This design comes from an exercise in tuning for small area and a short achievable clock period on the open sky130 flow, not from production work. RTL that was checked went through simulation tests only; none was proved equivalent to the original. Function not checked in run 1: the RTL went through the layout flow alone. Power figures rest on the tool's default switching activity, not on a simulated workload.

## flow/config.mk

```make
export PLATFORM = sky130hd
export DESIGN_NAME = spi_frame_receiver
export DESIGN_NICKNAME = spi_frame_receiver
export VERILOG_FILES = /design/flow/design.v
export SDC_FILE = /design/flow/constraint.sdc
export NUM_CORES = 4
export LEC_CHECK = 0
export CAP_MARGIN = 20
export CORE_MARGIN = 2
export CORE_UTILIZATION = 40
export SETUP_SLACK_MARGIN = 3.0
export SLEW_MARGIN = 20
```

## flow/constraint.sdc

```tcl
create_clock -name core_clock -period 5.5 [get_ports {clock}]
set_input_delay 1.1000 -clock core_clock [delete_from_list [all_inputs] [get_ports {clock}]]
set_output_delay 1.1000 -clock core_clock [all_outputs]
set_load 0.01 [all_outputs]
```

## flow/design.v

```verilog
package spi_pkg;
    localparam logic [7:0] CMD_DRAW   = 8'h01;
    localparam logic [7:0] CMD_UPLOAD = 8'h02;
    localparam logic [7:0] CMD_CLEAR  = 8'h03;
    localparam logic [7:0] CMD_STATUS = 8'h04;
    localparam int STAT_OVF_BIT   = 7;
    localparam int STAT_FULL_BIT  = 6;
    localparam int STAT_EMPTY_BIT = 5;
    localparam int STAT_LVL_W     = 5;
    typedef struct packed {
        logic [7:0]  id;
        logic [15:0] x;
        logic [15:0] y;
        logic [7:0]  scale;
    } draw_entry_t;
    typedef enum logic [2:0] {
        ST_IDLE,
        ST_CMD,
        ST_DRAW,
        ST_UP_SEL,
        ST_UP_ADDR_H,
        ST_UP_ADDR_L,
        ST_UP_DATA,
        ST_DISCARD
    } state_t;
    function automatic logic [7:0] status_byte(input logic ovf, input logic full,
                                               input logic empty, input logic [31:0] level);
        logic [7:0] s;
        s = '0;
        s[STAT_OVF_BIT]          = ovf;
        s[STAT_FULL_BIT]         = full;
        s[STAT_EMPTY_BIT]        = empty;
        s[STAT_LVL_W-1:0]        = (level > 31) ? 5'd31 : level[STAT_LVL_W-1:0];
        status_byte = s;
    endfunction
endpackage
module draw_fifo
#(
    parameter int  DEPTH = 32
) (
    input  logic                     i_core_clk,
    input  logic                     i_arst_n,
    input  logic                     i_push,
    input  spi_pkg::draw_entry_t     i_push_dat,
    input  logic                     i_pop,
    input  logic                     i_clr,
    output spi_pkg::draw_entry_t     o_head_dat,
    output logic                     o_empty,
    output logic                     o_full,
    output logic [$clog2(DEPTH):0]   o_level,
    output logic                     o_overflow
);
    localparam int RN = 31;      
    logic [RN-1:0][47:0] r_ring;
    logic [47:0]   r_head;
    logic [RN-1:0] r_rd_oh;      
    logic [4:0]    r_wr_pos;     
    logic          r_pend;       
    logic [5:0]    r_level;
    logic          r_empty;
    logic          r_full;
    logic          r_ovf;
    logic [47:0]   w_dat;
    logic          w_inject;
    logic          w_do_pop;
    logic          w_lvl1, w_lvl2, w_ge2;
    function automatic logic [4:0] inc31(input logic [4:0] v);
        inc31 = (v == 5'd30) ? 5'd0 : v + 5'd1;
    endfunction
    function automatic logic [4:0] inc31x2(input logic [4:0] v);
        inc31x2 = (v == 5'd29) ? 5'd0 : (v == 5'd30) ? 5'd1 : v + 5'd2;
    endfunction
    assign w_dat    = i_push_dat;
    assign w_lvl1   = (r_level == 6'd1);
    assign w_lvl2   = (r_level == 6'd2);
    assign w_ge2    = ~r_empty & ~w_lvl1;
    assign w_do_pop = i_pop & ~r_empty;
    assign w_inject = r_pend & (r_wr_pos == 5'd0);
    always_ff @(posedge i_core_clk) begin
        r_ring <= {r_ring[RN-2:0], w_inject ? w_dat : r_ring[RN-1]};
    end
    logic          w_sel_ring;
    logic          w_sel_dat_pop;
    logic          w_sel_dat_keep;
    logic          w_sel_head;
    logic [47:0]   w_pop_val;
    logic [47:0]   w_keep_val;
    assign w_sel_ring     = ~i_clr & w_ge2 & ~(r_pend & w_lvl2);
    assign w_sel_dat_pop  = ~i_clr & ((w_ge2 & r_pend & w_lvl2) | (w_lvl1 & i_push));
    assign w_sel_dat_keep = ~i_clr & r_empty & i_push;
    assign w_sel_head     = ~i_clr & ~(r_empty & i_push);
    always_comb begin
        w_pop_val = {48{w_sel_dat_pop}} & w_dat;
        for (int i = 0; i < RN; i++)
            w_pop_val = w_pop_val | ({48{w_sel_ring & r_rd_oh[i]}} & r_ring[i]);
    end
    assign w_keep_val = ({48{w_sel_dat_keep}} & w_dat) | ({48{w_sel_head}} & r_head);
    logic w_ring_push, w_ring_pop;
    assign w_ring_pop  = w_do_pop & w_ge2;
    assign w_ring_push = i_push & ~i_clr & ~r_empty & ~(w_lvl1 & w_do_pop) & (~r_full | w_do_pop);
    logic w_do_push;
    logic [5:0] w_level_nxt;
    assign w_do_push   = i_push & (~r_full | w_do_pop);
    assign w_level_nxt = r_level + 6'(w_do_push) - 6'(w_do_pop);
    always_ff @(posedge i_core_clk or negedge i_arst_n) begin
        if (!i_arst_n) begin
            r_head   <= '0;
            r_rd_oh  <= RN'(1);
            r_wr_pos <= '0;
            r_pend   <= 1'b0;
            r_level  <= '0;
            r_empty  <= 1'b1;
            r_full   <= 1'b0;
            r_ovf    <= 1'b0;
        end else begin
            r_head <= w_do_pop ? w_pop_val : w_keep_val;
            if (i_clr) begin
                r_rd_oh  <= RN'(1);
                r_wr_pos <= '0;
                r_level  <= '0;
                r_empty  <= 1'b1;
                r_full   <= 1'b0;
                r_ovf    <= 1'b0;
            end else begin
                r_rd_oh  <= w_ring_pop  ? {r_rd_oh[RN-3:0], r_rd_oh[RN-1:RN-2]}
                                        : {r_rd_oh[RN-2:0], r_rd_oh[RN-1]};
                r_wr_pos <= w_ring_push ? inc31x2(r_wr_pos) : inc31(r_wr_pos);
                r_level  <= w_level_nxt;
                r_empty  <= (w_level_nxt == 6'd0);
                r_full   <= (w_level_nxt == 6'd32);
                if (i_push && !w_do_push) r_ovf <= 1'b1;
            end
            if (w_ring_push)   r_pend <= 1'b1;
            else if (w_inject) r_pend <= 1'b0;
        end
    end
    assign o_head_dat = r_head;
    assign o_empty    = r_empty;
    assign o_full     = r_full;
    assign o_level    = r_level;
    assign o_overflow = r_ovf;
endmodule
module spi_frame_receiver
#(
    parameter int SPRITE_NUM    = 16,
    parameter int SPRITE_ADDR_W = 12,
    parameter int QUEUE_DEPTH   = 32,
    parameter int SYNC_STAGES   = 2
) (
    input  logic                            clock,
    input  logic                            reset_n,
    input  logic                            spi_sck,
    input  logic                            spi_mosi,
    input  logic                            spi_cs_n,
    output logic                            spi_miso,
    output logic [$clog2(SPRITE_NUM)-1:0]   sprite_w_select,
    output logic                            sprite_w_en,
    output logic [SPRITE_ADDR_W-1:0]        sprite_w_addr,
    output logic [7:0]                      sprite_w_data,
    input  logic                            dequeue,
    output logic                            is_empty,
    output logic [7:0]                      sprite_id,
    output logic [15:0]                     sprite_x,
    output logic [15:0]                     sprite_y,
    output logic [7:0]                      sprite_scale,
    output logic [$clog2(QUEUE_DEPTH):0]    queue_level,
    output logic                            overflow
);
    localparam int SEL_W = $clog2(SPRITE_NUM);
    localparam int LVL_W = $clog2(QUEUE_DEPTH) + 1;
    logic [SYNC_STAGES-1:0] r_sck_sync;
    logic [SYNC_STAGES-1:0] r_mosi_sync;
    logic [SYNC_STAGES-1:0] r_cs_sync;
    logic                   r_sck_prev;
    logic                   r_cs_prev;
    logic [7:0]  r_shift;
    logic [2:0]  r_bit_cnt;
    logic        r_byte_vld;
    logic [6:0]  r_miso_sr;      
    logic        r_miso;         
    spi_pkg::state_t        r_state;
    logic [2:0]             r_grp;
    spi_pkg::draw_entry_t   r_entry;
    logic [SEL_W-1:0]       r_sel;
    logic [SPRITE_ADDR_W-1:0] r_ptr;
    logic [SPRITE_ADDR_W-1:0] r_waddr;
    logic [7:0]             r_wdata;
    logic                   r_wen;
    logic                   r_push;
    logic                   r_clr;
    logic        w_sck;
    logic        w_mosi;
    logic        w_cs;
    logic        w_sck_rise;
    logic        w_sck_fall;
    logic        w_frame_start;
    logic        w_byte_done;
    spi_pkg::draw_entry_t w_head;
    logic        w_empty;
    logic        w_full;
    logic        w_overflow;
    logic [LVL_W-1:0] w_level;
    logic [7:0]  w_status;
    always_ff @(posedge clock or negedge reset_n) begin
        if (!reset_n) begin
            r_sck_sync  <= '0;
            r_cs_sync   <= '1;
            r_sck_prev  <= 1'b0;
            r_cs_prev   <= 1'b1;
        end else begin
            r_sck_sync  <= SYNC_STAGES'({r_sck_sync, spi_sck});
            r_cs_sync   <= SYNC_STAGES'({r_cs_sync, spi_cs_n});
            r_sck_prev  <= w_sck;
            r_cs_prev   <= w_cs;
        end
    end
    always_ff @(posedge clock) begin
        r_mosi_sync <= SYNC_STAGES'({r_mosi_sync, spi_mosi});
    end
    assign w_sck         = r_sck_sync[SYNC_STAGES-1];
    assign w_mosi        = r_mosi_sync[SYNC_STAGES-1];
    assign w_cs          = r_cs_sync[SYNC_STAGES-1];
    assign w_sck_rise    = w_sck & ~r_sck_prev & ~w_cs;
    assign w_sck_fall    = ~w_sck & r_sck_prev;
    assign w_frame_start = r_cs_prev & ~w_cs;
    assign w_byte_done   = w_sck_rise & (r_bit_cnt == 3'd7);
    always_ff @(posedge clock or negedge reset_n) begin
        if (!reset_n) begin
            r_bit_cnt  <= '0;
            r_byte_vld <= 1'b0;
        end else if (w_cs) begin
            r_bit_cnt  <= '0;
            r_byte_vld <= 1'b0;
        end else begin
            r_byte_vld <= w_byte_done;
            if (w_sck_rise) r_bit_cnt <= r_bit_cnt + 3'd1;
        end
    end
    always_ff @(posedge clock) begin
        if (w_sck_rise) r_shift <= {r_shift[6:0], w_mosi};
    end
    assign w_status = spi_pkg::status_byte(w_overflow, w_full, w_empty, 32'(w_level));
    always_ff @(posedge clock or negedge reset_n) begin
        if (!reset_n) begin
            r_miso_sr <= '0;
            r_miso    <= 1'b0;
        end else if (w_cs) begin
            r_miso_sr <= '0;
            r_miso    <= 1'b0;
        end else if (w_frame_start) begin
            r_miso_sr <= w_status[6:0];
            r_miso    <= w_status[7];
        end else if (w_byte_done) begin
            r_miso_sr <= '0;
            r_miso    <= 1'b0;
        end else if (w_sck_fall) begin
            r_miso_sr <= {r_miso_sr[5:0], 1'b0};
            r_miso    <= r_miso_sr[6];
        end
    end
    assign spi_miso = r_miso;
    always_ff @(posedge clock or negedge reset_n) begin
        if (!reset_n) begin
            r_state <= spi_pkg::ST_IDLE;
            r_grp   <= '0;
            r_sel   <= '0;
            r_waddr <= '0;
            r_wdata <= '0;
            r_wen   <= 1'b0;
            r_push  <= 1'b0;
            r_clr   <= 1'b0;
        end else begin
            r_wen  <= 1'b0;
            r_push <= 1'b0;
            r_clr  <= 1'b0;
            if (w_cs) begin
                r_state <= spi_pkg::ST_IDLE;
                r_grp   <= '0;
            end else if (r_state == spi_pkg::ST_IDLE) begin
                r_state <= spi_pkg::ST_CMD;
            end else if (r_byte_vld) begin
                case (r_state)
                    spi_pkg::ST_CMD: begin
                        case (r_shift)
                            spi_pkg::CMD_DRAW: begin
                                r_state <= spi_pkg::ST_DRAW;
                                r_grp   <= '0;
                            end
                            spi_pkg::CMD_UPLOAD: r_state <= spi_pkg::ST_UP_SEL;
                            spi_pkg::CMD_CLEAR: begin
                                r_clr   <= 1'b1;
                                r_state <= spi_pkg::ST_DISCARD;
                            end
                            default: r_state <= spi_pkg::ST_DISCARD;
                        endcase
                    end
                    spi_pkg::ST_DRAW: begin
                        if (r_grp == 3'd5) r_push <= 1'b1;
                        r_grp <= (r_grp == 3'd5) ? 3'd0 : r_grp + 3'd1;
                    end
                    spi_pkg::ST_UP_SEL: begin
                        r_sel   <= r_shift[SEL_W-1:0];
                        r_state <= spi_pkg::ST_UP_ADDR_H;
                    end
                    spi_pkg::ST_UP_ADDR_H: r_state <= spi_pkg::ST_UP_ADDR_L;
                    spi_pkg::ST_UP_ADDR_L: r_state <= spi_pkg::ST_UP_DATA;
                    spi_pkg::ST_UP_DATA: begin
                        r_wen   <= 1'b1;
                        r_waddr <= r_ptr;
                        r_wdata <= r_shift;
                    end
                    default: ;
                endcase
            end
        end
    end
    always_ff @(posedge clock) begin
        if (!w_cs && r_byte_vld) begin
            if (r_state == spi_pkg::ST_DRAW) begin
                case (r_grp)
                    3'd0:    r_entry.id       <= r_shift;
                    3'd1:    r_entry.x[15:8]  <= r_shift;
                    3'd2:    r_entry.x[7:0]   <= r_shift;
                    3'd3:    r_entry.y[15:8]  <= r_shift;
                    3'd4:    r_entry.y[7:0]   <= r_shift;
                    default: r_entry.scale    <= r_shift;
                endcase
            end
            if (r_state == spi_pkg::ST_UP_ADDR_H) r_ptr[SPRITE_ADDR_W-1:8] <= r_shift[SPRITE_ADDR_W-9:0];
            if (r_state == spi_pkg::ST_UP_ADDR_L) r_ptr[7:0] <= r_shift;
            if (r_state == spi_pkg::ST_UP_DATA)   r_ptr <= r_ptr + SPRITE_ADDR_W'(1);
        end
    end
    draw_fifo #(
        .DEPTH (QUEUE_DEPTH)
    ) u_draw_fifo (
        .i_core_clk (clock),
        .i_arst_n   (reset_n),
        .i_push     (r_push),
        .i_push_dat (r_entry),
        .i_pop      (dequeue),
        .i_clr      (r_clr),
        .o_head_dat (w_head),
        .o_empty    (w_empty),
        .o_full     (w_full),
        .o_level    (w_level),
        .o_overflow (w_overflow)
    );
    assign sprite_w_select = r_sel;
    assign sprite_w_en     = r_wen;
    assign sprite_w_addr   = r_waddr;
    assign sprite_w_data   = r_wdata;
    assign is_empty        = w_empty;
    assign sprite_id       = w_head.id;
    assign sprite_x        = w_head.x;
    assign sprite_y        = w_head.y;
    assign sprite_scale    = w_head.scale;
    assign queue_level     = w_level;
    assign overflow        = w_overflow;
endmodule
```

## flow/run.sh

```bash
#!/bin/bash
# synth_recipe.tcl (not shown) runs the flow's synth.tcl, then flattens the netlist and writes it again
# the make line also repeats each setting of config.mk as NAME=value (left out here)
make -C /OpenROAD-flow-scripts/flow DESIGN_CONFIG=/design/flow/config.mk WORK_HOME=/design/flow/orfs CLKGATE_MAP_FILE= SYNTH_SCRIPT=/design/flow/synth_recipe.tcl finish
```

==> impl.org, run 1 <==
** Outcome
- The run finished with no timing, DRC or antenna violations.

** Timing
- Minimum clock period after layout :: about 2600 ps
- Measured against its own limit, the worst slew margin works out to 0.2985.
- Worst setup skew after layout :: about 26 ps
- The final-report hold violation count is 0.
- Derived from the worst setup path, the maximum achievable clock frequency is around 380 MHz.
- Setup repair after global routing could not meet its margin everywhere.
- Adding up every negative setup slack in the final design gives 0 ps.
- Of the available clock period, the critical path in the final layout requires 0.4736.
- The final max-slew violation count is 0.
- Number of endpoints failing setup at the final stage :: 0
- At the pin with the least slew margin, the transition time is roughly 1100 ps.
- Hold Slack :: ~330 ps

** Critical path
- For the worst setup path, the data arrival time is 3250 ps.
- STA puts the critical path data required time at slightly above 6000 ps.
- In this design, the critical path's most frequently occurring cell is ha_4.
- On the worst path, the slowest cell contributes a delay of 540 ps.
- FF-to-FF setup slack :: a little under 3000 ps
- The largest individual stage delay along the critical path comes from the cell dfstp_2.
- Critical path capture point type :: register
- The worst setup path is launched from a register.
- Cells along the critical path :: buf_6 -> nand2b_4 -> inv_12 -> ha_4 -> inv_2 -> ha_4 -> fa_2 -> a21oi_2 -> nor2_1 -> nor2_2 -> xnor2_2 -> o41ai_2
- Tracing the worst setup path back leads to its startpoint at u_draw_fifo.r_empty$_DFF_PN1_.
- In this run the critical register-to-register path is launched from u_draw_fifo.r_empty$_DFF_PN1_.
- Crit Path Category :: reg2reg
- Maximum fanout along the worst path :: 3

** Detailed routing
- Routed Antenna Nets :: 0
- Detail-routed via count per cell :: between 5 and 6
- Detailed-route wire length :: 151,700 microns
- For this block, the initial DRC count from the detailed router was between 3k and 4k.
- Dividing the detail-routed wire length by the instance count gives approximately 29 microns.
- The pre-antenna-repair detailed-routing pass consisted of 8 iterations.
- For this run, design rule violations remaining after detail routing come to 0.
- Summing over every cut layer, the via total after detailed routing is about 30k.

** Placed design
- The congestion estimate from routability-driven global placement came to 0.7988.
- Detailed placement ended at an HPWL of approximately 80,000 microns.
- Counting tap cells, the placed design contains a total of 4,830 instances.
- Post-DP Area :: 49,680 sq um
- Buffers placed on the I/O ports in this run total between 80 and 90.

** CTS
- Clock-pin slew on the worst setup and hold paths :: roughly 60 ps
- CTS saw approximately 1.7k sinks.
- In this run the deepest clock path goes through 3 buffers.
- The cell sitting at the root of the clock tree is a clkbuf_16.
- TritonCTS built the clock tree.
- Insertion delay to the later sink of the worst-skew pair :: just under 800 ps
- Counting the buffers created by CTS gives 160.
- The H-tree was split into 4 levels.

** Cells and area
- Layout overhead on the synthesized area :: 18.09%
- In the final layout, the share of cells above drive strength 1 is 0.1713.
- Most frequent cells in the layout :: dfxtp_1, a22oi_1, clkbuf_16
- After routing the design area is 55,760 sq um.
- Fill cells :: roughly 10k
- In the final design database the tool counted between 3k and 4k nets.
- Most common library cell in the layout ignoring fill and taps :: dfxtp_1
- Once layout is complete, the cells apart from fillers number 5,198.

** Pwr
- Worst-case vdd ir drop :: roughly 0.29 mV
- The completed layout was analyzed and its total power is between 20 and 30 mW.
- Power density over the cells :: approximately 480 nW/um^2
- Lkg Pwr :: 21.54 nW

** Logic synthesis
- Primary flip-flop cell chosen by synthesis mapping :: dfxtp_1
- Yosys reg bits :: 1,703
- Syn nets :: approximately 3.4k
- Mapped Area :: about 47,000 sq um
- Averaged over all synthesized cells, the footprint is 13.97 sq um.
- The share of the Yosys chip area taken by registers is 0.7519.
- For this run, the number of Yosys warnings is 2.
- Post-synth EDFFs :: 68
- Yosys cell types :: between 60 and 70
- Asr flop ratio synth :: 0.08514
- Cell count after synthesis :: 3,381

** Worst hold path
- Start point of the worst min-delay path :: r_mosi_sync[0]$_DFF_P_
- The min-delay analysis places its worst path in the category reg2reg.

** GRT
- The via count of the first global-routing pass is a little over 30k.
- Global routing usage summed across all routing layers :: 0.2417
- The number of antenna violations at the first check in global routing is 7.
- For this run the aggregate overflow at the end of global routing stands at 0.
- Entering global routing, the biggest net connects 90 pins.
- The first global-routing pass estimated approximately 210,000 microns of wire.

** Die
- The die is approximately 350 microns tall.
- Core region area :: between 100,000 and 150,000 sq um
- The floorplan has between 100 and 150 rows.
- Measured along the x axis, the die boundary spans around 350 microns.
- During I/O placement, the number of pins put on the boundary was between 80 and 90.
- Total Die Area :: between 100,000 and 150,000 sq um
- For this configuration, the core starts out at a cell density of 0.4015.

** Flow run
- Max-cap violation count :: 0
-- cell families after synthesis --
family | share of synthesized area
AOI/OAI and AO/OA | 0.1571
xor gates and xnor gates | 0.002968
adders and majority gates | 0.005724
buffers and inverters | 0.02120
DFF | 0.7519
muxes | 0.01760
and+or+nand+nor | 0.04346
-- critical path, delay by kind of cell, from the launching register on --
family	cells	cell delay [ps]
adder cells (fa/ha/maj)	3	780
flip-flops	1	540
AO/OA/AOI/OAI	2	470
AND/OR/NAND/NOR	3	420
buffers and inverters	3	190
XOR/XNOR	1	110
-- routing by layer --
metal | share of wire | vias up | global-route usage
met1 | 0.42 | 15380 | 0.3294
met3 | 0.088 | 354 | 0.04339
met4 | 0.038 | 4 | 0.09736
li1 | - | 13090 | -
met5 | 0.00019 | - | 0
met2 | 0.46 | 1616 | 0.3809
-- layout make-up --
type                            count  area [sq um]  area share
Clock buffer                      238          4733     0.08489
Clock inverter                     57         591.8     0.01061
Tap cell                         1536          1922     0.03447
Multi-Input combinational cell   1433         10900      0.1955
Timing Repair inverter              1         8.758   0.0001571
Timing Repair Buffer              209          1862     0.03339
Inverter                           19         83.83    0.001503
Sequential cell                  1703         35650      0.6394
Antenna cell                        2         5.005  0.00008976
-- flip-flops by register name, indices dropped and copies added, names as in the netlist, 3 cells and up --
register and count:
r_bit_cnt 3, r_entry 48, r_grp 3, r_miso_sr 7
r_ptr 12, r_sel 4, r_shift 8, r_state 3
r_waddr 12, r_wdata 8, u_draw_fifo.r_head 48, u_draw_fifo.r_level 6
u_draw_fifo.r_rd_oh 31, u_draw_fifo.r_ring 1488, u_draw_fifo.r_wr_pos 5
-- metrics by stage --
stage | util | setup WS [ps]
after floorplan | - | 2238
after global placement | 0.4223 | 1566
after detailed placement | 0.4224 | 1536
after CTS | 0.4704 | 2759
after global routing | 0.4741 | 2781
final | 0.4741 | 2895
-- Yosys cell counts (39+ instances only) --
cell type,instances,share of area
dfxtp_1,1490,0.63
nor2_1,39,0.0031
buf_2,47,0.0050
a22oi_1,447,0.071
edfxtp_1,68,0.043
mux2_2,72,0.017
dfrtp_1,140,0.074
a21oi_1,74,0.0078
a22o_1,125,0.023
clkbuf_1,162,0.013
nand4_1,141,0.019
nand2_1,107,0.0085
a221oi_1,139,0.026
-- final timing paths --
| kind | cells past startpoint | endpoint |
|---|---|---|
| max in group asynchronous | 2 | u_draw_fifo.r_head[15]$_DFF_PN0_ |
| min in group asynchronous | 1 | r_sel[0]$_DFFE_PN0P_ |
| max | 12 | u_draw_fifo.r_empty$_DFF_PN1_ |
| max reg2reg | 12 | u_draw_fifo.r_empty$_DFF_PN1_ |
| min reg2reg | 0 | r_mosi_sync[1]$_DFF_P_ |
| min | 0 | r_mosi_sync[1]$_DFF_P_ |
-- timing repair --
item / 4_1_cts / 5_1_grt
pin swaps: 5 / 9
resized for setup: 396 / 36
hold buffers: 0 / 0
gates cloned: 1 / 0
buffers inserted: 48 / 22
setup endpoints to repair: 230 / 113
-- power by group --
part           total, mW  internal [mW]  switching (mW)
Sequential          13.1           12.6           0.539
Combinational       2.42          0.619            1.80
Clock               11.0           6.21            4.78
Total               26.5           19.4            7.12
==> inputs of run 2 (changes only) <==
--- a/flow/design.v
+++ b/flow/design.v
@@ -53,7 +53,7 @@
     localparam int RN = 31;      
     logic [RN-1:0][47:0] r_ring;
     logic [47:0]   r_head;
-    logic [RN-1:0] r_rd_oh;      
+    logic [4:0]    r_rd_pos;     
     logic [4:0]    r_wr_pos;     
     logic          r_pend;       
     logic [5:0]    r_level;
@@ -61,9 +61,12 @@
     logic          r_full;
     logic          r_ovf;
     logic [47:0]   w_dat;
+    logic [47:0]   w_ring_rd;
+    logic [47:0]   w_pop_val;
+    logic [47:0]   w_keep_val;
     logic          w_inject;
     logic          w_do_pop;
-    logic          w_lvl1, w_lvl2, w_ge2;
+    logic          w_lvl0, w_lvl1, w_lvl2;
     function automatic logic [4:0] inc31(input logic [4:0] v);
         inc31 = (v == 5'd30) ? 5'd0 : v + 5'd1;
     endfunction
@@ -71,33 +74,26 @@
         inc31x2 = (v == 5'd29) ? 5'd0 : (v == 5'd30) ? 5'd1 : v + 5'd2;
     endfunction
     assign w_dat    = i_push_dat;
+    assign w_lvl0   = r_empty;
     assign w_lvl1   = (r_level == 6'd1);
     assign w_lvl2   = (r_level == 6'd2);
-    assign w_ge2    = ~r_empty & ~w_lvl1;
     assign w_do_pop = i_pop & ~r_empty;
     assign w_inject = r_pend & (r_wr_pos == 5'd0);
     always_ff @(posedge i_core_clk) begin
         r_ring <= {r_ring[RN-2:0], w_inject ? w_dat : r_ring[RN-1]};
     end
-    logic          w_sel_ring;
-    logic          w_sel_dat_pop;
-    logic          w_sel_dat_keep;
-    logic          w_sel_head;
-    logic [47:0]   w_pop_val;
-    logic [47:0]   w_keep_val;
-    assign w_sel_ring     = ~i_clr & w_ge2 & ~(r_pend & w_lvl2);
-    assign w_sel_dat_pop  = ~i_clr & ((w_ge2 & r_pend & w_lvl2) | (w_lvl1 & i_push));
-    assign w_sel_dat_keep = ~i_clr & r_empty & i_push;
-    assign w_sel_head     = ~i_clr & ~(r_empty & i_push);
     always_comb begin
-        w_pop_val = {48{w_sel_dat_pop}} & w_dat;
+        w_ring_rd = '0;
         for (int i = 0; i < RN; i++)
-            w_pop_val = w_pop_val | ({48{w_sel_ring & r_rd_oh[i]}} & r_ring[i]);
+            if (r_rd_pos == 5'(i)) w_ring_rd = r_ring[i];
     end
-    assign w_keep_val = ({48{w_sel_dat_keep}} & w_dat) | ({48{w_sel_head}} & r_head);
+    assign w_pop_val  = i_clr ? '0 :
+                        ~(w_lvl0 | w_lvl1) ? ((r_pend & w_lvl2) ? w_dat : w_ring_rd) :
+                        i_push ? w_dat : '0;
+    assign w_keep_val = i_clr ? '0 : (w_lvl0 & i_push) ? w_dat : r_head;
     logic w_ring_push, w_ring_pop;
-    assign w_ring_pop  = w_do_pop & w_ge2;
-    assign w_ring_push = i_push & ~i_clr & ~r_empty & ~(w_lvl1 & w_do_pop) & (~r_full | w_do_pop);
+    assign w_ring_pop  = w_do_pop & ~(w_lvl0 | w_lvl1);
+    assign w_ring_push = i_push & ~i_clr & ~w_lvl0 & ~(w_lvl1 & w_do_pop) & (~r_full | w_do_pop);
     logic w_do_push;
     logic [5:0] w_level_nxt;
     assign w_do_push   = i_push & (~r_full | w_do_pop);
@@ -105,7 +101,7 @@
     always_ff @(posedge i_core_clk or negedge i_arst_n) begin
         if (!i_arst_n) begin
             r_head   <= '0;
-            r_rd_oh  <= RN'(1);
+            r_rd_pos <= '0;
             r_wr_pos <= '0;
             r_pend   <= 1'b0;
             r_level  <= '0;
@@ -115,15 +111,14 @@
         end else begin
             r_head <= w_do_pop ? w_pop_val : w_keep_val;
             if (i_clr) begin
-                r_rd_oh  <= RN'(1);
-                r_wr_pos <= '0;
+                r_rd_pos <= inc31(r_wr_pos);
+                r_wr_pos <= inc31(r_wr_pos);
                 r_level  <= '0;
                 r_empty  <= 1'b1;
                 r_full   <= 1'b0;
                 r_ovf    <= 1'b0;
             end else begin
-                r_rd_oh  <= w_ring_pop  ? {r_rd_oh[RN-3:0], r_rd_oh[RN-1:RN-2]}
-                                        : {r_rd_oh[RN-2:0], r_rd_oh[RN-1]};
+                r_rd_pos <= w_ring_pop  ? inc31x2(r_rd_pos) : inc31(r_rd_pos);
                 r_wr_pos <= w_ring_push ? inc31x2(r_wr_pos) : inc31(r_wr_pos);
                 r_level  <= w_level_nxt;
                 r_empty  <= (w_level_nxt == 6'd0);
--- a/flow/config.mk
+++ b/flow/config.mk
@@ -8,5 +8,4 @@
 export CAP_MARGIN = 20
 export CORE_MARGIN = 2
 export CORE_UTILIZATION = 40
-export SETUP_SLACK_MARGIN = 3.0
 export SLEW_MARGIN = 20
==> run 2 against run 1 <==
  * Clock-buffer cell count fell by 5
  * Synthesized cell count rose by 37%
  * Combinational power rose to 3.9 times the previous value
  * Non-clock buffer count did not move
  * Flip-flop and latch count fell by 26
  * Sequential power barely moved
  * First-iteration DRC count rose by 32%
  * Clock power barely moved
  * Register-to-register slack got worse by 1600 ps
  * Largest cell class unchanged
==> impl.org, run 2 <==
** Logic synthesis
- The synthesized instance count is 4,624 (+37%).
- The proportion of register bits with asynchronous set or reset after synthesis is 0.07096 (-0.01418).
- The number of enable flip-flop cells after synthesis came to 68 (unchanged).
- Sequential area share after synthesis :: 0.6491 (-0.1028)
- Syn nets :: 4,657 (+37%)
- After synthesis, the most frequently instantiated cells are dfxtp_1, nand2_1, nor2_1, a21oi_1, o21ai_0.
- Yosys attributes the largest share of cell area to dfxtp_1, dfrtp_1, edfxtp_1.
- Fraction of post-synthesis cell area in the top cell type by area :: 0.5556 (-0.07617)
- Mean instance size in the synthesized netlist :: 11.61 sq um (-17%)
- Primary flip-flop cell chosen by synthesis mapping :: dfxtp_1
- Top-count cell post-synth :: dfxtp_1
- The synthesized flop and latch total is 1,677 (-1.5%).
- The count of warnings emitted by yosys is 2 (unchanged).
- Mapped Area :: 53,690 sq um (+14%)
- Cell taking the most area after synthesis :: dfxtp_1
- Yosys cell types :: 109 (+76%)

** CTS
- Root Buffer :: clkbuf_16
- The number of buffers on the longest clock path came to 3 (unchanged).
- The post-CTS setup repair buffer count was 0 (-100%).
- The count of clock tree sinks was 1,677 (-1.5%).
- The maximum level of the CTS H-tree was 4 (unchanged).
- Insertion delay to the later sink of the worst-skew pair :: 800 ps (+30 ps)
- CTS tree :: yes
- The hold buffer count at CTS was 0 (unchanged).
- Clock buffer count from CTS :: 154 (-3.8%)
- Resized cells post-CTS :: 0 (-100%)
- Clock-pin slew on the worst setup and hold paths :: 60 ps (about the same)

** Flow run
- Max-cap violation count :: 0 (unchanged)

** Pwr
- Cell internal power dissipation :: 22.04 mW (+14%)
- Sequential power share :: 0.386 (-0.108)
- Lkg Pwr :: 23.52 nW (+9.2%)
- The total power density per cell area came to 543.1 nW/um^2 (+14%).
- Proportion of power drawn by the clock network :: 0.331 (-0.084)
- The peak supply drop was 0.3764 mV (+29%).
- Switching power summed over all nets :: 11.34 mW (+59%)
- The proportion of total power due to net switching came to 0.3396 (+0.07116).
- The share of power burned in combinational logic is 0.283 (+0.192).

** Timing
- Slew of the pin with the lowest slew margin :: 1104 ps (+51.96 ps)
- The clock period minus worst slack is 4243 ps (+1638 ps).
- Setup TNS :: 0 ps (unchanged)
- The highest attainable clock frequency was 235.7 MHz (-39%).
- The hold slack came to 335.1 ps (+7.197 ps).
- The final max-slew violation count came to 0 (unchanged).
- Worst slew margin relative to its limit :: 0.2594 (-0.03908)
- Setup repair after global routing left no endpoint under its margin.
- Final critical-path share of the clock period :: 0.7714 (+0.2979)
- The setup clock skew after layout is 24.52 ps (-1.752 ps).
- Hold Fails Final Rpt :: 0 (unchanged)
- The setup violation total in the final timing report came to 0 (unchanged).
- PnR worst setup slack :: 1257 ps (-1638 ps)

** Detailed routing
- The wire length per cell after detailed routing came to 27.35 microns (-6.3%).
- Number of DRC violations after detailed-routing iteration 0 :: 4,878 (+32%)
- The via density per instance was 6.015 (+2.7%).
- The via count of the routed design came to 39.45k (+30%).
- The first-pass iteration count of the detailed router is 6 (-2).
- Post-route DRC :: 0 (unchanged)
- The wire length after detailed routing is 179,400 microns (+18%).
- The antenna violation net count after detailed routing was 0 (unchanged).

** Die
- Horiz. Die Dim :: 370.4 microns (+6.6%)
- The core area came to 133,300 sq um (+13%).
- The initial core utilization was 0.4028 (+0.001331).
- Height of the die :: 370.4 microns (+6.6%)
- The total die area was 137,200 sq um (+14%).
- The I/O pin count is 88 (unchanged).
- The number of core rows is 134 (+6.3%).

** Cells and area
- Layout overhead on the synthesized area :: 14.46%
- Most frequent cells in the layout :: dfxtp_1, nand2_1, nor2_1
- Largest register FFs :: 1,488 (unchanged)
- Number of nets in the layout :: 4,694 (+32%)
- The register with the most flip-flops in the final layout is u_draw_fifo.r_ring.
- The largest registers in the layout are u_draw_fifo.r_ring (1488), r_entry (48), u_draw_fifo.r_head (48).
- Design Area, Final :: 61,460 sq um (+10%)
- Leaving out fill and tap cells, the most frequent cell in the layout is dfxtp_1.
- Share of cells above drive strength 1 :: 0.1222 (-0.04913)
- The core occupancy in the finished layout was 0.4611 (-0.01301).

** GRT
- The all-layer global routing usage came to 0.2543 (+0.01266).
- Maximum number of pins on one net before global-route repair :: 89 (-1.1%)
- Number of antenna violations at the first check in global routing :: 10 (+3)
- The via count of the first global-routing pass came to 38.15k (+25%).
- The leftover overflow at the end of global routing came to 0 (unchanged).
- Global-route wire length before repair :: 259,100 microns (+22%)

** Critical path
- Family with the most delay on the worst path :: simple AND/OR/NAND/NOR gates
- The cell that appears most often on the critical path is a21oi_1.
- Maximum fanout along the worst path :: 38 (+35)
- The endpoint arrival time on the critical path came to 4940 ps (+1690 ps).
- Largest stage delay on the critical path :: 750 ps (+210 ps)
- On the critical path, the stage with the largest delay is an instance of nand4bb_1.
- The endpoint required time on the critical path came to 6190 ps (+40 ps).
- The critical path goes through inv_1 -> ha_4 -> nand4bb_1 -> nor2_2 -> buf_4 -> a21oi_1 -> a21oi_1 -> a211o_1 -> o2111ai_1 -> a31oi_1.
- Crit Path Category :: reg2reg
- Critical path capture point type :: register
- Sort of element at the start of the critical path :: register
- The buffering stage count on the worst path with inverters included is 2 (-1).

** Placed design
- Post-detailed-placement half-perimeter wirelength :: 123,200 microns (+58%)
- Post-placement setup slack :: 1402 ps (-133.1 ps)
- Placer Congestion :: 0.9577 (+20%)
- The number of buffers added on ports is 87 (unchanged).
- The post-placement cell area was 56,210 sq um (+13%).

** Worst hold path
- HP Class :: reg2reg

** Outcome
- Result of the run :: no timing/DRC/antenna violations
## run 2: layer usage
metal	global-route usage	vias to the layer above	share of wire
met5	0	-	0.000067
met4	0.1408	2	0.056
met3	0.04201	399	0.079
met2	0.3845	1902	0.44
met1	0.3461	19740	0.42
li1	-	17400	-
## run 2: metrics by stage
stage	total power, mW	cells
floorplan	18.70	4624
global placement	22.30	6273
detailed placement	22.35	6273
CTS	33.26	6556
global route	34.44	6556
finish	33.38	6558
## run 2: cell families after synthesis
group | Yosys count | synth area share
flip-flops | 1677 | 0.6491
AO/OA/AOI/OAI | 1447 | 0.1933
AND/OR/NAND/NOR | 1008 | 0.09750
buffers and inverters | 364 | 0.03353
multiplexers | 81 | 0.01685
adder cells (fa/ha/maj) | 27 | 0.006432
XOR/XNOR | 20 | 0.003263
## run 2: area by class of cell
class	count	area [sq um]
multi-input combinational	2583	17200
sequential	1677	34860
clock inverter	50	518.0
antenna	2	5.005
tap	1768	2212
inverter	36	135.1
timing repair buffer	209	1813
clock buffer	233	4716
fill	12070	71830
## run 2: power by group through the flow
| stage | combinational [mW] | sequential (mW) | clock, mW |
|---|---|---|---|
| after floorplan | 5.81 | 12.9 | 0 |
| after global placement | 9.14 | 13.2 | 0 |
| after detailed placement | 9.20 | 13.2 | 0 |
| after CTS | 9.24 | 12.9 | 11.1 |
| after global routing | 9.88 | 12.9 | 11.7 |
| final | 9.44 | 12.9 | 11.0 |
## run 2: worst reg2reg max path, cell delays in order (launching register included)
cell,delay (ps)
dfrtp_1,450
inv_1,200
ha_4,590
nand4bb_1,780
nor2_2,720
buf_4,400
a21oi_1,160
a21oi_1,200
a211o_1,170
o2111ai_1,240
a31oi_1,250
## run 2: path summary, 6_finish.rpt
check / start / slack (ps) / to / cells past startpoint
worst max-delay path: u_draw_fifo.r_rd_pos[0]$_DFFE_PN0P_ / 1260 / u_draw_fifo.r_head[6]$_DFFE_PN0P_ / 10
max in group asynchronous: reset_n / 3890 / u_draw_fifo.r_head[18]$_DFFE_PN0P_ / 2
min in group asynchronous: reset_n / 420 / r_waddr[2]$_DFFE_PN0P_ / 1
worst max register to register: u_draw_fifo.r_rd_pos[0]$_DFFE_PN0P_ / 1260 / u_draw_fifo.r_head[6]$_DFFE_PN0P_ / 10
worst min register to register: r_mosi_sync[0]$_DFF_P_ / 340 / r_mosi_sync[1]$_DFF_P_ / 0
worst min-delay path: r_mosi_sync[0]$_DFF_P_ / 340 / r_mosi_sync[1]$_DFF_P_ / 0
==> inputs of run 3 (changes only) <==
--- a/flow/design.v
+++ b/flow/design.v
@@ -53,80 +53,92 @@
     localparam int RN = 31;      
     logic [RN-1:0][47:0] r_ring;
     logic [47:0]   r_head;
-    logic [4:0]    r_rd_pos;     
-    logic [4:0]    r_wr_pos;     
+    logic [RN-1:0] r_rd_oh;      
+    logic [4:0]    r_phase;
+    logic [4:0]    r_wr_neg;
     logic          r_pend;       
     logic [5:0]    r_level;
     logic          r_empty;
     logic          r_full;
     logic          r_ovf;
     logic [47:0]   w_dat;
-    logic [47:0]   w_ring_rd;
-    logic [47:0]   w_pop_val;
-    logic [47:0]   w_keep_val;
     logic          w_inject;
-    logic          w_do_pop;
-    logic          w_lvl0, w_lvl1, w_lvl2;
+    logic          w_pop;
+    logic          w_lvl1, w_lvl2, w_lvl31, w_ge2;
     function automatic logic [4:0] inc31(input logic [4:0] v);
         inc31 = (v == 5'd30) ? 5'd0 : v + 5'd1;
     endfunction
-    function automatic logic [4:0] inc31x2(input logic [4:0] v);
-        inc31x2 = (v == 5'd29) ? 5'd0 : (v == 5'd30) ? 5'd1 : v + 5'd2;
+    function automatic logic [4:0] dec31(input logic [4:0] v);
+        dec31 = (v == 5'd0) ? 5'd30 : v - 5'd1;
     endfunction
     assign w_dat    = i_push_dat;
-    assign w_lvl0   = r_empty;
     assign w_lvl1   = (r_level == 6'd1);
     assign w_lvl2   = (r_level == 6'd2);
-    assign w_do_pop = i_pop & ~r_empty;
-    assign w_inject = r_pend & (r_wr_pos == 5'd0);
+    assign w_lvl31  = (r_level == 6'd31);
+    assign w_ge2    = ~r_empty & ~w_lvl1;
+    assign w_pop    = i_pop & ~r_empty;
+    assign w_inject = r_pend & (r_phase == r_wr_neg);
     always_ff @(posedge i_core_clk) begin
         r_ring <= {r_ring[RN-2:0], w_inject ? w_dat : r_ring[RN-1]};
     end
+    logic          w_sel_ring;
+    logic          w_sel_dat_pop;
+    logic          w_sel_dat_keep;
+    logic          w_sel_head;
+    logic [47:0]   w_pop_val;
+    logic [47:0]   w_keep_val;
+    assign w_sel_ring     = ~i_clr & w_ge2 & ~(r_pend & w_lvl2);
+    assign w_sel_dat_pop  = ~i_clr & ((r_pend & w_lvl2) | (w_lvl1 & i_push));
+    assign w_sel_dat_keep = ~i_clr & r_empty & i_push;
+    assign w_sel_head     = ~i_clr & ~(r_empty & i_push);
     always_comb begin
-        w_ring_rd = '0;
+        w_pop_val = {48{w_sel_dat_pop}} & w_dat;
         for (int i = 0; i < RN; i++)
-            if (r_rd_pos == 5'(i)) w_ring_rd = r_ring[i];
+            w_pop_val = w_pop_val | ({48{w_sel_ring & r_rd_oh[i]}} & r_ring[i]);
     end
-    assign w_pop_val  = i_clr ? '0 :
-                        ~(w_lvl0 | w_lvl1) ? ((r_pend & w_lvl2) ? w_dat : w_ring_rd) :
-                        i_push ? w_dat : '0;
-    assign w_keep_val = i_clr ? '0 : (w_lvl0 & i_push) ? w_dat : r_head;
-    logic w_ring_push, w_ring_pop;
-    assign w_ring_pop  = w_do_pop & ~(w_lvl0 | w_lvl1);
-    assign w_ring_push = i_push & ~i_clr & ~w_lvl0 & ~(w_lvl1 & w_do_pop) & (~r_full | w_do_pop);
-    logic w_do_push;
-    logic [5:0] w_level_nxt;
-    assign w_do_push   = i_push & (~r_full | w_do_pop);
-    assign w_level_nxt = r_level + 6'(w_do_push) - 6'(w_do_pop);
+    assign w_keep_val = ({48{w_sel_dat_keep}} & w_dat) | ({48{w_sel_head}} & r_head);
+    logic w_ring_push;
+    assign w_ring_push = i_push & ~i_clr & ~r_empty & (w_pop ? ~w_lvl1 : ~r_full);
+    logic [5:0] w_lvl_inc, w_lvl_dec;
+    assign w_lvl_inc = r_level + 6'd1;
+    assign w_lvl_dec = r_level - 6'd1;
     always_ff @(posedge i_core_clk or negedge i_arst_n) begin
         if (!i_arst_n) begin
             r_head   <= '0;
-            r_rd_pos <= '0;
-            r_wr_pos <= '0;
+            r_rd_oh  <= RN'(1);
+            r_phase  <= '0;
+            r_wr_neg <= '0;
             r_pend   <= 1'b0;
             r_level  <= '0;
             r_empty  <= 1'b1;
             r_full   <= 1'b0;
             r_ovf    <= 1'b0;
         end else begin
-            r_head <= w_do_pop ? w_pop_val : w_keep_val;
+            r_head  <= w_pop ? w_pop_val : w_keep_val;
+            r_phase <= inc31(r_phase);
+            r_pend  <= w_ring_push | (r_pend & ~w_inject);
             if (i_clr) begin
-                r_rd_pos <= inc31(r_wr_pos);
-                r_wr_pos <= inc31(r_wr_pos);
+                r_rd_oh  <= RN'(1);
+                r_wr_neg <= inc31(r_phase);
                 r_level  <= '0;
                 r_empty  <= 1'b1;
                 r_full   <= 1'b0;
                 r_ovf    <= 1'b0;
             end else begin
-                r_rd_pos <= w_ring_pop  ? inc31x2(r_rd_pos) : inc31(r_rd_pos);
-                r_wr_pos <= w_ring_push ? inc31x2(r_wr_pos) : inc31(r_wr_pos);
-                r_level  <= w_level_nxt;
-                r_empty  <= (w_level_nxt == 6'd0);
-                r_full   <= (w_level_nxt == 6'd32);
-                if (i_push && !w_do_push) r_ovf <= 1'b1;
+                r_rd_oh  <= (w_pop & w_ge2) ? {r_rd_oh[RN-3:0], r_rd_oh[RN-1:RN-2]}
+                                            : {r_rd_oh[RN-2:0], r_rd_oh[RN-1]};
+                if (w_ring_push) r_wr_neg <= dec31(r_wr_neg);
+                if (w_pop) begin
+                    r_level <= i_push ? r_level : w_lvl_dec;
+                    r_empty <= ~i_push & w_lvl1;
+                    r_full  <= i_push & r_full;
+                end else begin
+                    r_level <= (i_push & ~r_full) ? w_lvl_inc : r_level;
+                    r_empty <= r_empty & ~i_push;
+                    r_full  <= r_full | (i_push & w_lvl31);
+                    if (i_push && r_full) r_ovf <= 1'b1;
+                end
             end
-            if (w_ring_push)   r_pend <= 1'b1;
-            else if (w_inject) r_pend <= 1'b0;
         end
     end
     assign o_head_dat = r_head;
--- a/flow/config.mk
+++ b/flow/config.mk
@@ -7,5 +7,7 @@
 export LEC_CHECK = 0
 export CAP_MARGIN = 20
 export CORE_MARGIN = 2
-export CORE_UTILIZATION = 40
+export CORE_UTILIZATION = 60
+export PLACE_DENSITY = 0.7
+export SETUP_SLACK_MARGIN = 3.5
 export SLEW_MARGIN = 20
==> run 3 against run 2 <==
  * Maximum frequency rose by 63%
  * Via count fell by 12%
  * Non-clock buffer count rose by 123
  * Critical path depth fell by 9
  * Critical path type is now reg2out
  * Critical endpoint is now is_empty
  * Largest cell class unchanged
==> impl.org, run 3 <==
** Outcome
- Result of the run :: no timing/DRC/antenna violations

** GRT
- The pin count of the biggest net entering global routing came to 82 (-7.9%).
- The all-layer global routing usage was 0.3894 (+0.1351).
- Global-route wire length before repair :: 231,400 microns (-11%)
- Number of antenna violations at the first check in global routing :: 7 (-3)
- The via count of the first global-routing pass is 34.19k (-10%).
- Remaining global-route overflow :: 0 (unchanged)

** Timing
- The highest attainable clock frequency came to 385.0 MHz (+63%).
- Slew of the pin with the lowest slew margin :: 1162 ps (+57.74 ps)
- Minimum clock period after layout :: 2597 ps (-1645 ps)
- The remaining max-slew budget at the tightest pin was 0.2253 (-0.03405).
- Count of final max-slew check failures :: 0 (unchanged)
- Worst setup skew after layout :: 33.25 ps (+8.730 ps)
- Hold Fails Final Rpt :: 0 (unchanged)
- The hold slack is 328.9 ps (-6.207 ps).
- Setup TNS :: 0 ps (unchanged)
- Number of endpoints failing setup at the final stage :: 0 (unchanged)
- PnR worst setup slack :: 2903 ps (+1645 ps)
- Setup repair after global routing missed its margin :: true
- The post-route clock period utilization is 0.4723 (-0.2992).

** Cells and area
- In the layout the commonest cells are dfxtp_1, a221oi_1, a22o_1.
- Fill cells :: 4,767 (-60%)
- Counting flops per register, the top entry is u_draw_fifo.r_ring.
- The final net count came to 3,731 (-21%).
- The total non-filler cell area in the finished layout is 58,540 sq um (-4.7%).
- The area growth from synthesis to layout is 22.79%.
- The ratio of cells with drive above 1 in the final layout was 0.2337 (+0.1115).
- The number of flip-flops under the largest register name was 1,488 (unchanged).
- Leaving out fill and tap cells, the most frequent cell in the layout is dfxtp_1.
- The largest registers in the layout are u_draw_fifo.r_ring (1488), r_entry (48), u_draw_fifo.r_head (48).

** Logic synthesis
- In the synthesized netlist the dominant register cell turns out to be dfxtp_1.
- The biggest area contributor in the post-synthesis netlist is dfxtp_1.
- The net count after synthesis was 3,459 (-26%).
- Mapped Area :: 47,680 sq um (-11%)
- Fraction of post-synthesis cell area in the top cell type by area :: 0.6256 (+0.07007)
- In the synthesized netlist, the cells that appear most often are dfxtp_1, a221oi_1, a22o_1, a22oi_1, clkbuf_1.
- The count of distinct cell types in the synthesized netlist is 55 (-50%).
- The fraction of synthesized area in multiplexers is 0.01787 (+0.001023).
- The synthesized area per cell was 13.85 sq um (+19%).
- By instance count, the leading cell after synthesis is dfxtp_1.
- The fraction of the mapped netlist area in adder cells was 0.002887 (-0.003545).
- Post-synth EDFFs :: 68 (unchanged)
- Share of the synthesized area in compound gates (AO/OA/AOI/OAI) :: 0.1606 (-0.03267)
- The post-synthesis share of cell area spent on xor and xnor gates was 0.004960 (+0.001697).
- Asr flop ratio synth :: 0.08782 (+0.01686)
- By area, the combinational part of the netlist is dominated by compound AO/OA/AOI/OAI gates.
- Number of warning messages in the yosys log :: 2 (unchanged)
- Yosys reg bits :: 1,708 (+1.8%)
- Sequential area share after synthesis :: 0.7473 (+0.09817)
- Yosys attributes the largest share of cell area to dfxtp_1, dfrtp_1, a221oi_1.
- The area share of and/or/nand/nor cells after synthesis was 0.04658 (-0.05092).
- The synthesized instance count was 3,442 (-26%).

** Critical path
- Cells along the critical path :: buf_6
- Critical path capture point type :: output pin
- Among all stages on the critical path, the largest delay is contributed by dfstp_4.
- The maximum fanout along the worst path came to 2 (-95%).
- Buffer and inverter count on the worst path :: 1 (-1)
- Data arrival time at the worst-slack endpoint :: 1500 ps (-3440 ps)
- Crit Path Category :: reg2out
- Crit path required time :: 4400 ps (-1790 ps)
- Family with the most delay on the worst path :: flip-flops
- The startpoint identified for the worst register-to-register timing path is u_draw_fifo.r_level[0]$_DFFE_PN0P_.
- Largest stage delay on the critical path :: 630 ps (-120 ps)
- Worst Setup SP :: u_draw_fifo.r_empty$_DFF_PN1_
- Sort of element at the start of the critical path :: register

** Die
- The initial core utilization was 0.6045 (+0.2017).
- Total Die Area :: 81,740 sq um (-40%)
- Height of the die :: 285.9 microns (-23%)
- Row count :: 103 (-23%)
- Core region area :: 78,870 sq um (-41%)
- The floorplan die width came to 285.9 microns (-23%).
- The I/O pin count came to 88 (unchanged).

** Placed design
- The placed wire-length estimate after detailed placement was 78,820 microns (-36%).
- The number of buffers added on ports is 87 (unchanged).
- The minimum setup slack after placement came to 1867 ps (+464.2 ps).
- The placer's final routability congestion estimate is 0.8877 (-7.3%).
- The post-placement cell area came to 49,520 sq um (-12%).

** Pwr
- Switching power summed over all nets :: 4.811 mW (-58%)
- The leakage power of the design was 23.41 nW (-0.49%).
- The peak supply drop was 0.2878 mV (-24%).
- The fraction of power consumed by the clock network came to 0.469 (+0.138).
- The internal power came to 18.92 mW (-14%).
- Sequential power share :: 0.526 (+0.140)
- Power density over the cells :: 405.4 nW/um^2 (-25%)
- Switching Share :: 0.2027 (-0.1369)
- The share of power burned in combinational logic came to 0.004 (-0.279).

** CTS
- The maximum level of the CTS H-tree was 4 (unchanged).
- Root Buffer :: clkbuf_16
- Clock-pin slew on the worst setup and hold paths :: 70 ps (about the same)
- Total clock sinks :: 1,708 (+1.8%)
- Insertion delay to the later sink of the worst-skew pair :: 760 ps (-40 ps)
- CTS tree :: yes
- The number of buffers added by the clock tree synthesis step is 157 (+1.9%).
- CTS Buffer Depth :: 3 (unchanged)

** Detailed routing
- Number of DRC violations after detailed-routing iteration 0 :: 5,376 (+10%)
- Post-route DRC :: 0 (unchanged)
- The wire length after detailed routing is 167,700 microns (-6.5%).
- Routed vias :: 34.53k (-12%)
- Detail-routed via count per cell :: 7.057 (+17%)
- The wire length per cell after detailed routing was 34.26 microns (+25%).
- The first-pass iteration count of the detailed router is 7 (+1).
- Routed Antenna Nets :: 0 (unchanged)

** Worst hold path
- The min-delay analysis places its worst path in the category reg2reg.
- Start point of the worst min-delay path :: r_mosi_sync[0]$_DFF_P_

** Flow run
- Max-cap violation count :: 0 (unchanged)
run 3: cell types whose count changed in the layout (fill, tap and decap cells not counted), moves of 141 or more:
cell,before,now
a21oi_1,226,25
a22oi_1,55,206
o22ai_1,142,1
nand2_1,299,83
a22o_1,31,236
nor2_1,273,36
o21ai_0,213,18
run 3: area by class of cell:
cell class | count | area [sq um] | share of cell area
repair buffers | 332 | 3745 | 0.06397
multi-input cells | 1502 | 12370 | 0.2113
diodes | 4 | 10.01 | 0.0001710
clock buffers | 248 | 4908 | 0.08384
well taps | 1050 | 1314 | 0.02244
inverters | 13 | 55.05 | 0.0009404
clock inverters | 36 | 372.9 | 0.006369
flip-flops and latches | 1708 | 35770 | 0.6109
run 3: worst paths after layout:
check	to	slack [ps]	depth (start not counted)
max in group asynchronous	u_draw_fifo.r_head[40]$_DFF_PN0_	4020	2
worst min register to register	r_mosi_sync[1]$_DFF_P_	330	0
min in group asynchronous	r_sck_sync[0]$_DFF_PN0_	440	1
worst max register to register	u_draw_fifo.r_head[37]$_DFF_PN0_	2910	12
worst min-delay path	r_mosi_sync[1]$_DFF_P_	330	0
worst max-delay path	is_empty	2900	1
run 3: cell families after synthesis:
group                    Yosys count
AO/OA/AOI/OAI                    943
adder cells (fa/ha/maj)           11
flip-flops                      1708
AND/OR/NAND/NOR                  439
buffers and inverters            238
multiplexers                      76
XOR/XNOR                          27
run 3: through the flow:
step | util | power, mW | instances
final | 0.7423 | 23.74 | 4893
after floorplan | - | 12.78 | 3442
after detailed placement | 0.6278 | 12.85 | 4404
after global routing | 0.7422 | 24.18 | 4890
after global placement | 0.6278 | 12.84 | 4404
after CTS | 0.7275 | 23.61 | 4848
run 3: power groups by stage:
stage	Combinational [mW]	Sequential, mW	Clock (mW)
detailed placement	0.0770	12.8	0
finish	0.104	12.5	11.1
global placement	0.0739	12.8	0
floorplan	0.0282	12.8	0
CTS	0.0925	12.5	11.0
global route	0.111	12.5	11.6
run 3: routing by layer:
layer,share of wire,up-vias,global-route usage
met1,0.37,17160,0.5056
met5,0.00070,-,0.006977
li1,-,13630,-
met3,0.14,822,0.1293
met2,0.43,2914,0.5636
met4,0.067,9,0.2432
run 3: timing repair:
| action | CTS | global route |
|---|---|---|
| cloned | 12 | 6 |
| resized for setup | 616 | 183 |
| hold buffers | 0 | 0 |
| setup endpoints to repair | 295 | 256 |
| pin swaps | 45 | 79 |
| setup buffers | 148 | 35 |
==> inputs of run 4 (changes only) <==
--- a/flow/config.mk
+++ b/flow/config.mk
@@ -9,5 +9,5 @@
 export CORE_MARGIN = 2
 export CORE_UTILIZATION = 60
 export PLACE_DENSITY = 0.7
-export SETUP_SLACK_MARGIN = 3.5
+export SETUP_SLACK_MARGIN = 3.0
 export SLEW_MARGIN = 20
==> run 4 against run 3 <==
  * Still clean
  * Final cell count fell by 2.3%
  * Power is 0.42% higher
  * Synthesized cell count is the same
  * Flip-flop and latch count is the same
  * Die area did not move
  * Non-clock buffer count decreased by 117
  * Worst hold slack worse by 0.78 ps
  * Critical path depth unchanged
  * Sequential share of layout area up 3.3 points
==> impl.org, run 4 <==
** Placed design
- Buffers on Ports :: 87 (unchanged)
- Post-detailed-placement half-perimeter wirelength :: 79,500 microns (+0.86%)
- The placer's final routability congestion estimate is 0.8594 (-3.2%).
- Dpl cells :: 4,411 (+0.16%)

** Pwr
- The total power density per cell area came to 429.8 nW/um^2 (+6.0%).
- The peak supply drop is 0.2935 mV (+2.0%).
- Post-route total power :: 23.84 mW (+0.42%)
- The leakage power of the design came to 21.61 nW (-7.7%).

** Die
- The floorplan die width is 285.9 microns (unchanged).
- Row count :: 103 (unchanged)
- The initial core utilization is 0.6045 (unchanged).
- Height of the die :: 285.9 microns (unchanged)
- The I/O pin count came to 88 (unchanged).
- The core area is 78,870 sq um (unchanged).
- Total Die Area :: 81,740 sq um (unchanged)

** Timing
- Final critical-path share of the clock period :: 0.4655 (-0.006736)
- Hold Fails Final Rpt :: 0 (unchanged)
- The slew at the pin with the worst max-slew slack was 1172 ps (+9.935 ps).
- Worst slew margin relative to its limit :: 0.2187 (-0.006624)
- The setup clock skew after layout came to 19.20 ps (-14.05 ps).
- The final-layout setup total negative slack came to 0 ps (unchanged).
- FMAX :: 390.6 MHz (+1.4%)
- Setup repair after global routing missed its margin :: true
- Number of endpoints failing setup at the final stage :: 0 (unchanged)
- The clock period minus worst slack is 2560 ps (-37.05 ps).
- Count of final max-slew check failures :: 0 (unchanged)

** CTS
- CTS Buffer Depth :: 3 (unchanged)
- Deepest level of the CTS H-tree :: 4 (unchanged)
- Clock-pin slew on the worst setup and hold paths :: 60 ps (about the same)
- CTS tree :: yes
- The number of buffers added by the clock tree synthesis step came to 158 (+0.64%).
- The hold buffer count at CTS was 0 (unchanged).
- Total clock sinks :: 1,708 (unchanged)
- Root Buffer :: clkbuf_16
- The clock latency of the later-clocked register in the worst-skew pair is 750 ps (about the same).

** Critical path
- Crit-path slowest cell :: dfstp_2
- Maximum fanout along the worst path :: 2 (unchanged)
- Family with the most delay on the worst path :: flip-flops
- Buffer and inverter count on the worst path :: 1 (unchanged)
- The signal on the critical path passes through buf_6.
- Sort of element at the start of the critical path :: register
- Largest stage delay on the critical path :: 590 ps (-40 ps)
- The endpoint arrival time on the critical path is 1460 ps (-40 ps).
- The total number of cells along the worst setup path came to 1 (unchanged).
- Origin of the critical flop-to-flop path :: u_draw_fifo.r_rd_oh[9]$_DFF_PN0_
- Crit path required time :: 4400 ps (about the same)
- R2R Path End :: u_draw_fifo.r_head[33]$_DFF_PN0_
- Following the worst setup path forward leads to its endpoint at is_empty.
- The worst setup path is of the reg2out kind.
- The count of cells along the worst register-to-register path was 6 (-6).
- Critical path capture point type :: output pin
- Worst Setup SP :: u_draw_fifo.r_empty$_DFF_PN1_
- The worst reg-to-reg setup slack came to 2970 ps (+60 ps).

** Detailed routing
- Number of optimization iterations in the first detailed-route pass :: 9 (+2)
- Detailed-route wire length :: 148,500 microns (-11%)
- The wire length per cell after detailed routing came to 31.07 microns (-9.3%).
- The via density per instance is 6.759 (-4.2%).
- The post-route DRC violation count is 0 (unchanged).
- Number of DRC violations after detailed-routing iteration 0 :: 4,759 (-11%)
- The via count of the routed design came to 32.31k (-6.4%).
- Routed Antenna Nets :: 0 (unchanged)

** Outcome
- The flow ran to the end and the layout has no timing, DRC or antenna violations.

** Logic synthesis
- Mapped Area :: 47,680 sq um (unchanged)
- Cell taking the most area after synthesis :: dfxtp_1
- The fraction of synthesized cell area taken by the top area cell type was 0.6256 (unchanged).
- The proportion of register bits with asynchronous set or reset after synthesis was 0.08782 (unchanged).
- The fraction of the mapped netlist area in adder cells was 0.002887 (unchanged).
- Synthesized-area fraction occupied by xor and xnor cells :: 0.004960 (unchanged)
- Primary flip-flop cell chosen by synthesis mapping :: dfxtp_1
- Top post-synthesis cells by area :: dfxtp_1, dfrtp_1, a221oi_1
- Syn nets :: 3,459 (unchanged)
- Top-count cell post-synth :: dfxtp_1
- The number of enable flip-flop cells after synthesis was 68 (unchanged).
- The count of distinct cell types in the synthesized netlist is 55 (unchanged).
- The synthesized area per cell was 13.85 sq um (unchanged).
- The portion of the post-synthesis area used by sequential elements came to 0.7473 (unchanged).
- Cell count after synthesis :: 3,442 (unchanged)
- After synthesis, the most frequently instantiated cells are dfxtp_1, a221oi_1, a22o_1, a22oi_1, clkbuf_1.
- Number of warning messages in the yosys log :: 2 (unchanged)
- The area fraction in compound gates after synthesis is 0.1606 (unchanged).
- Portion of netlist area occupied by mux cells :: 0.01787 (unchanged)
- The area share of and/or/nand/nor cells after synthesis was 0.04658 (unchanged).
- Largest family of logic cells by synthesized area :: compound AO/OA/AOI/OAI gates
- The synthesized flop and latch total came to 1,708 (unchanged).

** Cells and area
- The layout filler cell count is 5,281 (+11%).
- The number of flip-flops under the largest register name is 1,488 (unchanged).
- The multi-input gate area in the final layout came to 11,280 sq um (-8.9%).
- Total area of sequential cells :: 35,730 sq um (-0.11%)
- Layout overhead on the synthesized area :: 16.32%
- Number of nets in the layout :: 3,611 (-3.2%)
- The core occupancy in the finished layout is 0.7032 (-0.03912).
- The ratio of cells with drive above 1 in the final layout was 0.1644 (-0.06927).
- Post-layout instance count excluding filler cells :: 4,780 (-2.3%)
- The top cell types in the final layout, fill and taps aside, are dfxtp_1, a221oi_1, a22o_1.
- The largest registers in the layout are u_draw_fifo.r_ring (1488), r_entry (48), u_draw_fifo.r_head (48).
- Leaving out fill and tap cells, the most frequent cell in the layout is dfxtp_1.
- More flip-flops sit in one register than any other, and that register is u_draw_fifo.r_ring.

** GRT
- Global-route met3 utilization :: 0.09107 (-0.03820)
- Number of antenna violations at the first check in global routing :: 4 (-3)
- Global-route wire length before repair :: 215,800 microns (-6.7%)
- The all-layer global routing usage was 0.3584 (-0.03100).
- Most crowded layer after global routing :: met2
- The leftover overflow at the end of global routing came to 0 (unchanged).
- Maximum number of pins on one net before global-route repair :: 89 (+8.5%)
- The via count of the first global-routing pass came to 32.67k (-4.4%).
- The met1 usage came to 0.4753 (-0.03031).
- GRT met2 Usage :: 0.5481 (-0.01553)

** Worst hold path
- The min-delay analysis places its worst path in the category reg2reg.

** Flow run
- The count of maximum capacitance violations was 0 (unchanged).
## run 4: cell count changes in the layout (fill, tap and decap cells not counted), sizes merged, moves of 2 or more
cell	before	now
buf	324	193
clkinv	25	39
clkdlybuf4s15	0	10
clkbuf	252	245
bufinv	6	10
diode	4	1
clkinvlp	1	3
inv	17	19
nand2	140	138
## run 4: area by class of cell
class | count | share of cell area
antenna | 1 | 0.00004512
clock buffer | 237 | 0.08521
clock inverter | 58 | 0.01369
inverter | 13 | 0.0008799
multi-input combinational | 1498 | 0.2033
sequential | 1708 | 0.6442
tap | 1050 | 0.02369
timing repair buffer | 215 | 0.02895
## run 4: layer usage
metal,share of wire,wire (microns)
met4,0.047,7053
met2,0.45,67050
met5,0.000074,11
met3,0.11,16740
met1,0.39,57670
## run 4: worst min path at each step
stage | startpoint | end | cells after the start
detailed placement | r_mosi_sync[0]$_DFF_P_ | r_mosi_sync[1]$_DFF_P_ | 0
CTS | u_draw_fifo.r_ring[283]$_DFF_P_ | u_draw_fifo.r_ring[331]$_DFF_P_ | 0
finish | r_mosi_sync[0]$_DFF_P_ | r_mosi_sync[1]$_DFF_P_ | 0
global placement | r_mosi_sync[0]$_DFF_P_ | r_mosi_sync[1]$_DFF_P_ | 0
floorplan | r_mosi_sync[0]$_DFF_P_ | r_mosi_sync[1]$_DFF_P_ | 0
global route | u_draw_fifo.r_ring[982]$_DFF_P_ | u_draw_fifo.r_ring[1030]$_DFF_P_ | 0
## run 4: cell families after synthesis
kind of cell | count (synthesis)
AO/OA/AOI/OAI | 943
XOR/XNOR | 27
adder cells (fa/ha/maj) | 11
buffers and inverters | 238
flip-flops | 1708
multiplexers | 76
AND/OR/NAND/NOR | 439
## run 4: repair_timing
action,CTS,global route
pin swaps,3,3
setup endpoints to repair,169,97
gates resized for setup,335,34
buffers inserted,56,15
cloned,2,0
## run 4: metrics by stage
step                      setup WS, ps  hold slack [ps]  cell area (sq um)
after global routing              2914            335.6              55460
final                             2940            328.1              55460
after detailed placement          2064            316.8              49520
after global placement            2113            311.6              49520
after floorplan                   3053            309.6              47680
after CTS                         2829            328.0              55250
## run 4: where the power goes
| part | switching, mW | internal, mW | leakage (nW) |
|---|---|---|---|
| clock network | 4.78 | 6.49 | 2.69 |
| logic | 0.0572 | 0.0280 | 4.38 |
| registers | 0.0176 | 12.5 | 14.5 |

-- separate check: timing with driven ports --
No port has a modelled driver above. Below, the same layouts with a new extraction and two added sets of constraints. Step 1 (the two cells are an assumption about what drives the block):
set clk [get_ports {clock}]
set_driving_cell -lib_cell sky130_fd_sc_hd__clkbuf_16 $clk
set_driving_cell -lib_cell sky130_fd_sc_hd__buf_2 [delete_from_list [all_inputs] $clk]
Step 2 also shifts input and output timing later by t, the mid clock arrival at the registers, as if the neighbouring blocks saw the same clock. Slacks: ideal ports / drivers / drivers and shift; pairs: ideal ports / drivers.
run	shift t [ns]	slack for setup (ns)	worst setup path after step 2	worst slew at a driven data input, ns
run 1	0.826	2.895 / 2.847 / 2.211	input to register	0.08
run 2	0.861	1.257 / 1.257 / 1.257	register to register	0.04
run 3	0.814	2.903 / 2.833 / 2.341	input to register	0.04
run 4	0.815	2.940 / 2.874 / 2.220	input to register	0.08
After both steps every run listed still meets setup and hold. The setup slack of run 4, which loses most, moves by -0.066 ns with the drivers and by -0.720 ns with both steps.
